Context: an optimization exercise on an open-source flow, tuned for small area. The choices shown serve that exercise and are no tape-out recipe. Where RTL was checked, it was by simulation tests only, not by an equivalence proof against the original. Power is estimated from default activity; no workload was simulated.

==> cedar: inputs <==
==> flow/design.v (excerpt) <==
module perf_monitor_top (
  input  logic                                clk_i,
  input  logic                                rst_ni,
  input  logic                                instr_ret_i,
  input  logic                                imiss_i,
  input  logic                                jump_i,
  input  logic                                branch_i,
  input  logic                                branch_taken_i,
  input  logic [perf_pkg::NUM_EXT_EVENTS-1:0] ext_event_i,
  input  logic                                data_req_i,
  input  logic                                data_gnt_i,
  input  logic                                data_we_i,
  input  logic                                csr_access_i,
  input  logic [csr_pkg::CSR_ADDR_W-1:0]      csr_addr_i,
  input  csr_pkg::csr_op_t                    csr_op_i,
  input  logic [31:0]                         csr_wdata_i,
  output logic [31:0]                         csr_rdata_o,
  output logic                                csr_illegal_o
);
Settings: LEC_CHECK=0, CAP_MARGIN=20, CORE_MARGIN=2, CORE_UTILIZATION=55, SLEW_MARGIN=20, SYNTH_HIERARCHICAL=1; clock period 8.0 ns.
run.sh (not shown) runs the stock make flow with config.mk's settings and CLKGATE_MAP_FILE= SYNTH_SCRIPT=/design/flow/synth_recipe.tcl, a recipe that flattens the netlist after the stock synthesis.
==> tundra (differences from cedar) <==
--- a/flow/design.v
+++ b/flow/design.v
@@ -284,17 +284,16 @@
   perf_aoi222 u_g1 (.a1(sel_lo[0]), .a2(cnt0_i[0]), .b1(sel_lo[2]), .b2(cnt2_i[0]), .c1(sel_hi[0]), .c2(cnt0_i[32]), .y(g1));
   perf_aoi222 u_g2 (.a1(sel_hi[2]), .a2(cnt2_i[32]), .b1(sel_lo[3]), .b2(hpm_i[0][0]), .c1(sel_lo[4]), .c2(hpm_i[1][0]), .y(g2));
   perf_aoi222 u_g3 (.a1(sel_lo[5]), .a2(hpm_i[2][0]), .b1(sel_lo[6]), .b2(hpm_i[3][0]), .c1(sel_lo[7]), .c2(hpm_i[4][0]), .y(g3));
   perf_aoi222 u_g4 (.a1(sel_lo[8]), .a2(hpm_i[5][0]), .b1(sel_lo[9]), .b2(hpm_i[6][0]), .c1(sel_lo[10]), .c2(hpm_i[7][0]), .y(g4));
   perf_aoi222 u_g5 (.a1(sel_hi[3]), .a2(hpm_i[0][32]), .b1(sel_hi[4]), .b2(hpm_i[1][32]), .c1(sel_hi[5]), .c2(hpm_i[2][32]), .y(g5));
   perf_aoi222 u_g6 (.a1(sel_hi[6]), .a2(hpm_i[3][32]), .b1(sel_hi[7]), .b2(hpm_i[4][32]), .c1(sel_hi[8]), .c2(hpm_i[5][32]), .y(g6));
-  perf_aoi22 u_g7 (.a1(sel_hi[9]), .a2(hpm_i[6][32]), .b1(sel_hi[10]), .b2(hpm_i[7][32]), .y(g7));
+  perf_aoi222 u_g7 (.a1(sel_hi[9]), .a2(hpm_i[6][32]), .b1(sel_hi[10]), .b2(hpm_i[7][32]), .c1(sel_inhibit), .c2(inhibit_q[0]), .y(g7));
   logic r0, t0;
   perf_and4 u_t0 (.a(g1), .b(g2), .c(g3), .d(g4), .x(t0));
-  perf_nand4 u_r0 (.a(t0), .b(g5), .c(g6), .d(g7), .y(r0));
-  perf_a21o u_i0 (.a1(sel_inhibit), .a2(inhibit_q[0]), .b1(r0), .x(old_val[0]));
+  perf_nand4 u_r0 (.a(t0), .b(g5), .c(g6), .d(g7), .y(old_val[0]));
   perf_aoi222 u_g8 (.a1(sel_lo[0]), .a2(cnt0_i[1]), .b1(sel_lo[2]), .b2(cnt2_i[1]), .c1(sel_hi[0]), .c2(cnt0_i[33]), .y(g8));
   perf_aoi222 u_g9 (.a1(sel_hi[2]), .a2(cnt2_i[33]), .b1(sel_lo[3]), .b2(hpm_i[0][1]), .c1(sel_lo[4]), .c2(hpm_i[1][1]), .y(g9));
   perf_aoi222 u_g10 (.a1(sel_lo[5]), .a2(hpm_i[2][1]), .b1(sel_lo[6]), .b2(hpm_i[3][1]), .c1(sel_lo[7]), .c2(hpm_i[4][1]), .y(g10));
   perf_aoi222 u_g11 (.a1(sel_lo[8]), .a2(hpm_i[5][1]), .b1(sel_lo[9]), .b2(hpm_i[6][1]), .c1(sel_lo[10]), .c2(hpm_i[7][1]), .y(g11));
   perf_aoi222 u_g12 (.a1(sel_hi[3]), .a2(hpm_i[0][33]), .b1(sel_hi[4]), .b2(hpm_i[1][33]), .c1(sel_hi[5]), .c2(hpm_i[2][33]), .y(g12));
   perf_aoi222 u_g13 (.a1(sel_hi[6]), .a2(hpm_i[3][33]), .b1(sel_hi[7]), .b2(hpm_i[4][33]), .c1(sel_hi[8]), .c2(hpm_i[5][33]), .y(g13));
@@ -305,72 +304,66 @@
   perf_aoi222 u_g15 (.a1(sel_lo[0]), .a2(cnt0_i[2]), .b1(sel_lo[2]), .b2(cnt2_i[2]), .c1(sel_hi[0]), .c2(cnt0_i[34]), .y(g15));
   perf_aoi222 u_g16 (.a1(sel_hi[2]), .a2(cnt2_i[34]), .b1(sel_lo[3]), .b2(hpm_i[0][2]), .c1(sel_lo[4]), .c2(hpm_i[1][2]), .y(g16));
   perf_aoi222 u_g17 (.a1(sel_lo[5]), .a2(hpm_i[2][2]), .b1(sel_lo[6]), .b2(hpm_i[3][2]), .c1(sel_lo[7]), .c2(hpm_i[4][2]), .y(g17));
   perf_aoi222 u_g18 (.a1(sel_lo[8]), .a2(hpm_i[5][2]), .b1(sel_lo[9]), .b2(hpm_i[6][2]), .c1(sel_lo[10]), .c2(hpm_i[7][2]), .y(g18));
   perf_aoi222 u_g19 (.a1(sel_hi[3]), .a2(hpm_i[0][34]), .b1(sel_hi[4]), .b2(hpm_i[1][34]), .c1(sel_hi[5]), .c2(hpm_i[2][34]), .y(g19));
   perf_aoi222 u_g20 (.a1(sel_hi[6]), .a2(hpm_i[3][34]), .b1(sel_hi[7]), .b2(hpm_i[4][34]), .c1(sel_hi[8]), .c2(hpm_i[5][34]), .y(g20));
-  perf_aoi22 u_g21 (.a1(sel_hi[9]), .a2(hpm_i[6][34]), .b1(sel_hi[10]), .b2(hpm_i[7][34]), .y(g21));
+  perf_aoi222 u_g21 (.a1(sel_hi[9]), .a2(hpm_i[6][34]), .b1(sel_hi[10]), .b2(hpm_i[7][34]), .c1(sel_inhibit), .c2(inhibit_q[2]), .y(g21));
   logic r2, t2;
   perf_and4 u_t2 (.a(g15), .b(g16), .c(g17), .d(g18), .x(t2));
-  perf_nand4 u_r2 (.a(t2), .b(g19), .c(g20), .d(g21), .y(r2));
-  perf_a21o u_i2 (.a1(sel_inhibit), .a2(inhibit_q[2]), .b1(r2), .x(old_val[2]));
+  perf_nand4 u_r2 (.a(t2), .b(g19), .c(g20), .d(g21), .y(old_val[2]));
   perf_aoi222 u_g22 (.a1(sel_lo[0]), .a2(cnt0_i[3]), .b1(sel_lo[2]), .b2(cnt2_i[3]), .c1(sel_hi[0]), .c2(cnt0_i[35]), .y(g22));
   perf_aoi222 u_g23 (.a1(sel_hi[2]), .a2(cnt2_i[35]), .b1(sel_lo[3]), .b2(hpm_i[0][3]), .c1(sel_lo[4]), .c2(hpm_i[1][3]), .y(g23));
   perf_aoi222 u_g24 (.a1(sel_lo[5]), .a2(hpm_i[2][3]), .b1(sel_lo[6]), .b2(hpm_i[3][3]), .c1(sel_lo[7]), .c2(hpm_i[4][3]), .y(g24));
   perf_aoi222 u_g25 (.a1(sel_lo[8]), .a2(hpm_i[5][3]), .b1(sel_lo[9]), .b2(hpm_i[6][3]), .c1(sel_lo[10]), .c2(hpm_i[7][3]), .y(g25));
   perf_aoi222 u_g26 (.a1(sel_hi[3]), .a2(hpm_i[0][35]), .b1(sel_hi[4]), .b2(hpm_i[1][35]), .c1(sel_hi[5]), .c2(hpm_i[2][35]), .y(g26));
   perf_aoi222 u_g27 (.a1(sel_hi[6]), .a2(hpm_i[3][35]), .b1(sel_hi[7]), .b2(hpm_i[4][35]), .c1(sel_hi[8]), .c2(hpm_i[5][35]), .y(g27));
-  perf_aoi22 u_g28 (.a1(sel_hi[9]), .a2(hpm_i[6][35]), .b1(sel_hi[10]), .b2(hpm_i[7][35]), .y(g28));
+  perf_aoi222 u_g28 (.a1(sel_hi[9]), .a2(hpm_i[6][35]), .b1(sel_hi[10]), .b2(hpm_i[7][35]), .c1(sel_inhibit), .c2(inhibit_q[3]), .y(g28));
   logic r3, t3;
   perf_and4 u_t3 (.a(g22), .b(g23), .c(g24), .d(g25), .x(t3));
-  perf_nand4 u_r3 (.a(t3), .b(g26), .c(g27), .d(g28), .y(r3));
-  perf_a21o u_i3 (.a1(sel_inhibit), .a2(inhibit_q[3]), .b1(r3), .x(old_val[3]));
+  perf_nand4 u_r3 (.a(t3), .b(g26), .c(g27), .d(g28), .y(old_val[3]));
   perf_aoi222 u_g29 (.a1(sel_lo[0]), .a2(cnt0_i[4]), .b1(sel_lo[2]), .b2(cnt2_i[4]), .c1(sel_hi[0]), .c2(cnt0_i[36]), .y(g29));
   perf_aoi222 u_g30 (.a1(sel_hi[2]), .a2(cnt2_i[36]), .b1(sel_lo[3]), .b2(hpm_i[0][4]), .c1(sel_lo[4]), .c2(hpm_i[1][4]), .y(g30));
   perf_aoi222 u_g31 (.a1(sel_lo[5]), .a2(hpm_i[2][4]), .b1(sel_lo[6]), .b2(hpm_i[3][4]), .c1(sel_lo[7]), .c2(hpm_i[4][4]), .y(g31));
   perf_aoi222 u_g32 (.a1(sel_lo[8]), .a2(hpm_i[5][4]), .b1(sel_lo[9]), .b2(hpm_i[6][4]), .c1(sel_lo[10]), .c2(hpm_i[7][4]), .y(g32));
   perf_aoi222 u_g33 (.a1(sel_hi[3]), .a2(hpm_i[0][36]), .b1(sel_hi[4]), .b2(hpm_i[1][36]), .c1(sel_hi[5]), .c2(hpm_i[2][36]), .y(g33));
   perf_aoi222 u_g34 (.a1(sel_hi[6]), .a2(hpm_i[3][36]), .b1(sel_hi[7]), .b2(hpm_i[4][36]), .c1(sel_hi[8]), .c2(hpm_i[5][36]), .y(g34));
-  perf_aoi22 u_g35 (.a1(sel_hi[9]), .a2(hpm_i[6][36]), .b1(sel_hi[10]), .b2(hpm_i[7][36]), .y(g35));
+  perf_aoi222 u_g35 (.a1(sel_hi[9]), .a2(hpm_i[6][36]), .b1(sel_hi[10]), .b2(hpm_i[7][36]), .c1(sel_inhibit), .c2(inhibit_q[4]), .y(g35));
   logic r4, t4;
   perf_and4 u_t4 (.a(g29), .b(g30), .c(g31), .d(g32), .x(t4));
-  perf_nand4 u_r4 (.a(t4), .b(g33), .c(g34), .d(g35), .y(r4));
-  perf_a21o u_i4 (.a1(sel_inhibit), .a2(inhibit_q[4]), .b1(r4), .x(old_val[4]));
+  perf_nand4 u_r4 (.a(t4), .b(g33), .c(g34), .d(g35), .y(old_val[4]));
   perf_aoi222 u_g36 (.a1(sel_lo[0]), .a2(cnt0_i[5]), .b1(sel_lo[2]), .b2(cnt2_i[5]), .c1(sel_hi[0]), .c2(cnt0_i[37]), .y(g36));
   perf_aoi222 u_g37 (.a1(sel_hi[2]), .a2(cnt2_i[37]), .b1(sel_lo[3]), .b2(hpm_i[0][5]), .c1(sel_lo[4]), .c2(hpm_i[1][5]), .y(g37));
   perf_aoi222 u_g38 (.a1(sel_lo[5]), .a2(hpm_i[2][5]), .b1(sel_lo[6]), .b2(hpm_i[3][5]), .c1(sel_lo[7]), .c2(hpm_i[4][5]), .y(g38));
   perf_aoi222 u_g39 (.a1(sel_lo[8]), .a2(hpm_i[5][5]), .b1(sel_lo[9]), .b2(hpm_i[6][5]), .c1(sel_lo[10]), .c2(hpm_i[7][5]), .y(g39));
   perf_aoi222 u_g40 (.a1(sel_hi[3]), .a2(hpm_i[0][37]), .b1(sel_hi[4]), .b2(hpm_i[1][37]), .c1(sel_hi[5]), .c2(hpm_i[2][37]), .y(g40));
   perf_aoi222 u_g41 (.a1(sel_hi[6]), .a2(hpm_i[3][37]), .b1(sel_hi[7]), .b2(hpm_i[4][37]), .c1(sel_hi[8]), .c2(hpm_i[5][37]), .y(g41));
-  perf_aoi22 u_g42 (.a1(sel_hi[9]), .a2(hpm_i[6][37]), .b1(sel_hi[10]), .b2(hpm_i[7][37]), .y(g42));
+  perf_aoi222 u_g42 (.a1(sel_hi[9]), .a2(hpm_i[6][37]), .b1(sel_hi[10]), .b2(hpm_i[7][37]), .c1(sel_inhibit), .c2(inhibit_q[5]), .y(g42));
   logic r5, t5;
   perf_and4 u_t5 (.a(g36), .b(g37), .c(g38), .d(g39), .x(t5));
-  perf_nand4 u_r5 (.a(t5), .b(g40), .c(g41), .d(g42), .y(r5));
-  perf_a21o u_i5 (.a1(sel_inhibit), .a2(inhibit_q[5]), .b1(r5), .x(old_val[5]));
+  perf_nand4 u_r5 (.a(t5), .b(g40), .c(g41), .d(g42), .y(old_val[5]));
   perf_aoi222 u_g43 (.a1(sel_lo[0]), .a2(cnt0_i[6]), .b1(sel_lo[2]), .b2(cnt2_i[6]), .c1(sel_hi[0]), .c2(cnt0_i[38]), .y(g43));
   perf_aoi222 u_g44 (.a1(sel_hi[2]), .a2(cnt2_i[38]), .b1(sel_lo[3]), .b2(hpm_i[0][6]), .c1(sel_lo[4]), .c2(hpm_i[1][6]), .y(g44));
   perf_aoi222 u_g45 (.a1(sel_lo[5]), .a2(hpm_i[2][6]), .b1(sel_lo[6]), .b2(hpm_i[3][6]), .c1(sel_lo[7]), .c2(hpm_i[4][6]), .y(g45));
   perf_aoi222 u_g46 (.a1(sel_lo[8]), .a2(hpm_i[5][6]), .b1(sel_lo[9]), .b2(hpm_i[6][6]), .c1(sel_lo[10]), .c2(hpm_i[7][6]), .y(g46));
   perf_aoi222 u_g47 (.a1(sel_hi[3]), .a2(hpm_i[0][38]), .b1(sel_hi[4]), .b2(hpm_i[1][38]), .c1(sel_hi[5]), .c2(hpm_i[2][38]), .y(g47));
   perf_aoi222 u_g48 (.a1(sel_hi[6]), .a2(hpm_i[3][38]), .b1(sel_hi[7]), .b2(hpm_i[4][38]), .c1(sel_hi[8]), .c2(hpm_i[5][38]), .y(g48));
-  perf_aoi22 u_g49 (.a1(sel_hi[9]), .a2(hpm_i[6][38]), .b1(sel_hi[10]), .b2(hpm_i[7][38]), .y(g49));
+  perf_aoi222 u_g49 (.a1(sel_hi[9]), .a2(hpm_i[6][38]), .b1(sel_hi[10]), .b2(hpm_i[7][38]), .c1(sel_inhibit), .c2(inhibit_q[6]), .y(g49));
   logic r6, t6;
   perf_and4 u_t6 (.a(g43), .b(g44), .c(g45), .d(g46), .x(t6));
-  perf_nand4 u_r6 (.a(t6), .b(g47), .c(g48), .d(g49), .y(r6));
-  perf_a21o u_i6 (.a1(sel_inhibit), .a2(inhibit_q[6]), .b1(r6), .x(old_val[6]));
+  perf_nand4 u_r6 (.a(t6), .b(g47), .c(g48), .d(g49), .y(old_val[6]));
   perf_aoi222 u_g50 (.a1(sel_lo[0]), .a2(cnt0_i[7]), .b1(sel_lo[2]), .b2(cnt2_i[7]), .c1(sel_hi[0]), .c2(cnt0_i[39]), .y(g50));
   perf_aoi222 u_g51 (.a1(sel_hi[2]), .a2(cnt2_i[39]), .b1(sel_lo[3]), .b2(hpm_i[0][7]), .c1(sel_lo[4]), .c2(hpm_i[1][7]), .y(g51));
   perf_aoi222 u_g52 (.a1(sel_lo[5]), .a2(hpm_i[2][7]), .b1(sel_lo[6]), .b2(hpm_i[3][7]), .c1(sel_lo[7]), .c2(hpm_i[4][7]), .y(g52));
   perf_aoi222 u_g53 (.a1(sel_lo[8]), .a2(hpm_i[5][7]), .b1(sel_lo[9]), .b2(hpm_i[6][7]), .c1(sel_lo[10]), .c2(hpm_i[7][7]), .y(g53));
   perf_aoi222 u_g54 (.a1(sel_hi[3]), .a2(hpm_i[0][39]), .b1(sel_hi[4]), .b2(hpm_i[1][39]), .c1(sel_hi[5]), .c2(hpm_i[2][39]), .y(g54));
   perf_aoi222 u_g55 (.a1(sel_hi[6]), .a2(hpm_i[3][39]), .b1(sel_hi[7]), .b2(hpm_i[4][39]), .c1(sel_hi[8]), .c2(hpm_i[5][39]), .y(g55));
-  perf_aoi22 u_g56 (.a1(sel_hi[9]), .a2(hpm_i[6][39]), .b1(sel_hi[10]), .b2(hpm_i[7][39]), .y(g56));
+  perf_aoi222 u_g56 (.a1(sel_hi[9]), .a2(hpm_i[6][39]), .b1(sel_hi[10]), .b2(hpm_i[7][39]), .c1(sel_inhibit), .c2(inhibit_q[7]), .y(g56));
   logic r7, t7;
   perf_and4 u_t7 (.a(g50), .b(g51), .c(g52), .d(g53), .x(t7));
-  perf_nand4 u_r7 (.a(t7), .b(g54), .c(g55), .d(g56), .y(r7));
-  perf_a21o u_i7 (.a1(sel_inhibit), .a2(inhibit_q[7]), .b1(r7), .x(old_val[7]));
+  perf_nand4 u_r7 (.a(t7), .b(g54), .c(g55), .d(g56), .y(old_val[7]));
   perf_aoi222 u_g57 (.a1(sel_lo[0]), .a2(cnt0_i[8]), .b1(sel_lo[2]), .b2(cnt2_i[8]), .c1(sel_hi[0]), .c2(cnt0_i[40]), .y(g57));
   perf_aoi222 u_g58 (.a1(sel_hi[2]), .a2(cnt2_i[40]), .b1(sel_lo[3]), .b2(hpm_i[0][8]), .c1(sel_lo[4]), .c2(hpm_i[1][8]), .y(g58));
   perf_aoi222 u_g59 (.a1(sel_lo[5]), .a2(hpm_i[2][8]), .b1(sel_lo[6]), .b2(hpm_i[3][8]), .c1(sel_lo[7]), .c2(hpm_i[4][8]), .y(g59));
   perf_aoi222 u_g60 (.a1(sel_lo[8]), .a2(hpm_i[5][8]), .b1(sel_lo[9]), .b2(hpm_i[6][8]), .c1(sel_lo[10]), .c2(hpm_i[7][8]), .y(g60));
   logic r8;
   perf_nand4 u_r8 (.a(g57), .b(g58), .c(g59), .d(g60), .y(r8));
==> flow/flow/run.sh (new file) <==
#!/bin/bash
# The standard layout (the standard.sh), with two changes: the port
# buffers are the minimum-size buffer, and the clock tree is built from
# clkbuf_8 cells over clusters of at most 16 flip-flops, without dummy loads.
set -euo pipefail
export BUFFER_PORTS_ARGS="-buffer_cell sky130_fd_sc_hd__buf_1"
export CTS_ARGS="-sink_clustering_enable -repair_clock_nets -dont_use_dummy_load -buf_list {sky130_fd_sc_hd__clkbuf_8} -sink_clustering_size 16 -sink_clustering_max_diameter 60"
bash standard.sh > standard_make.log 2>&1
==> flow/standard.sh (new file) <==
#!/bin/bash
# synth_recipe.tcl (not shown) runs the flow's synth.tcl, then flattens the netlist and writes it again
# the make line also repeats each setting of config.mk as NAME=value (left out here)
make -C /OpenROAD-flow-scripts/flow DESIGN_CONFIG=/design/flow/config.mk WORK_HOME=/design/flow/orfs CLKGATE_MAP_FILE= SYNTH_SCRIPT=/design/flow/synth_recipe.tcl "${@:-finish}"
- CORE_UTILIZATION: 55 -> 70
removed: flow/run.sh
==> metrics.md <==
| Metric | Value |
|---|---|
| Comb pwr share | 0.115 |
| Status | timing/DRC/antenna clean |
| Met2 GRT Util | 0.666 |
| Hold endpoint | u_decode.inc_o[6]$_DFF_PN0_ |
| Well tap count | 455 |
The numbers above come from tundra.

==> metrics.md <==
| Metric | Value |
|---|---|
| Status | timing/DRC/antenna clean |
| Met2 GRT Util | 0.587 |
| Cell Pwr Density | 192 nW/µm² |
| DRT antenna net count | 0 |
| Well tap count | 592 |
| Comb pwr share | 0.094 |
The numbers above come from cedar.

The RTL of cedar was laid out without a check of its function.

afterwards: timing with drivers on the ports:
Ports are ideal in the flow. The routed layouts listed here were re-timed in OpenROAD.
Step 1 sets driving cells, clkbuf_16 on the clock port and buf_2 on the other inputs (assumed; they add their load-dependent delay and slew).
Step 2 moves the port delays by t, midway between the first and last clock arrival at a register: inputs arrive t later, outputs are due t later. That takes back most of the time a late clock gives input paths.
Slacks: ideal ports / drivers / drivers and shift; pairs: ideal ports / drivers.
| run | t (ns) | setup WS [ns] | hold slack, ns | pins driven straight from the clock port |
|---|---|---|---|---|
| cedar | 0.659 | 0.755 / 0.733 / 0.403 | 0.453 / 0.453 / 0.453 | 1 |
| tundra | 0.615 | 1.189 / 1.223 / 0.608 | 0.460 / 0.460 / 0.460 | 1 |
After both steps every run listed still meets setup and hold. For tundra, which loses most, drivers alone change the setup slack by +0.034 ns; drivers and shift together by -0.581 ns.
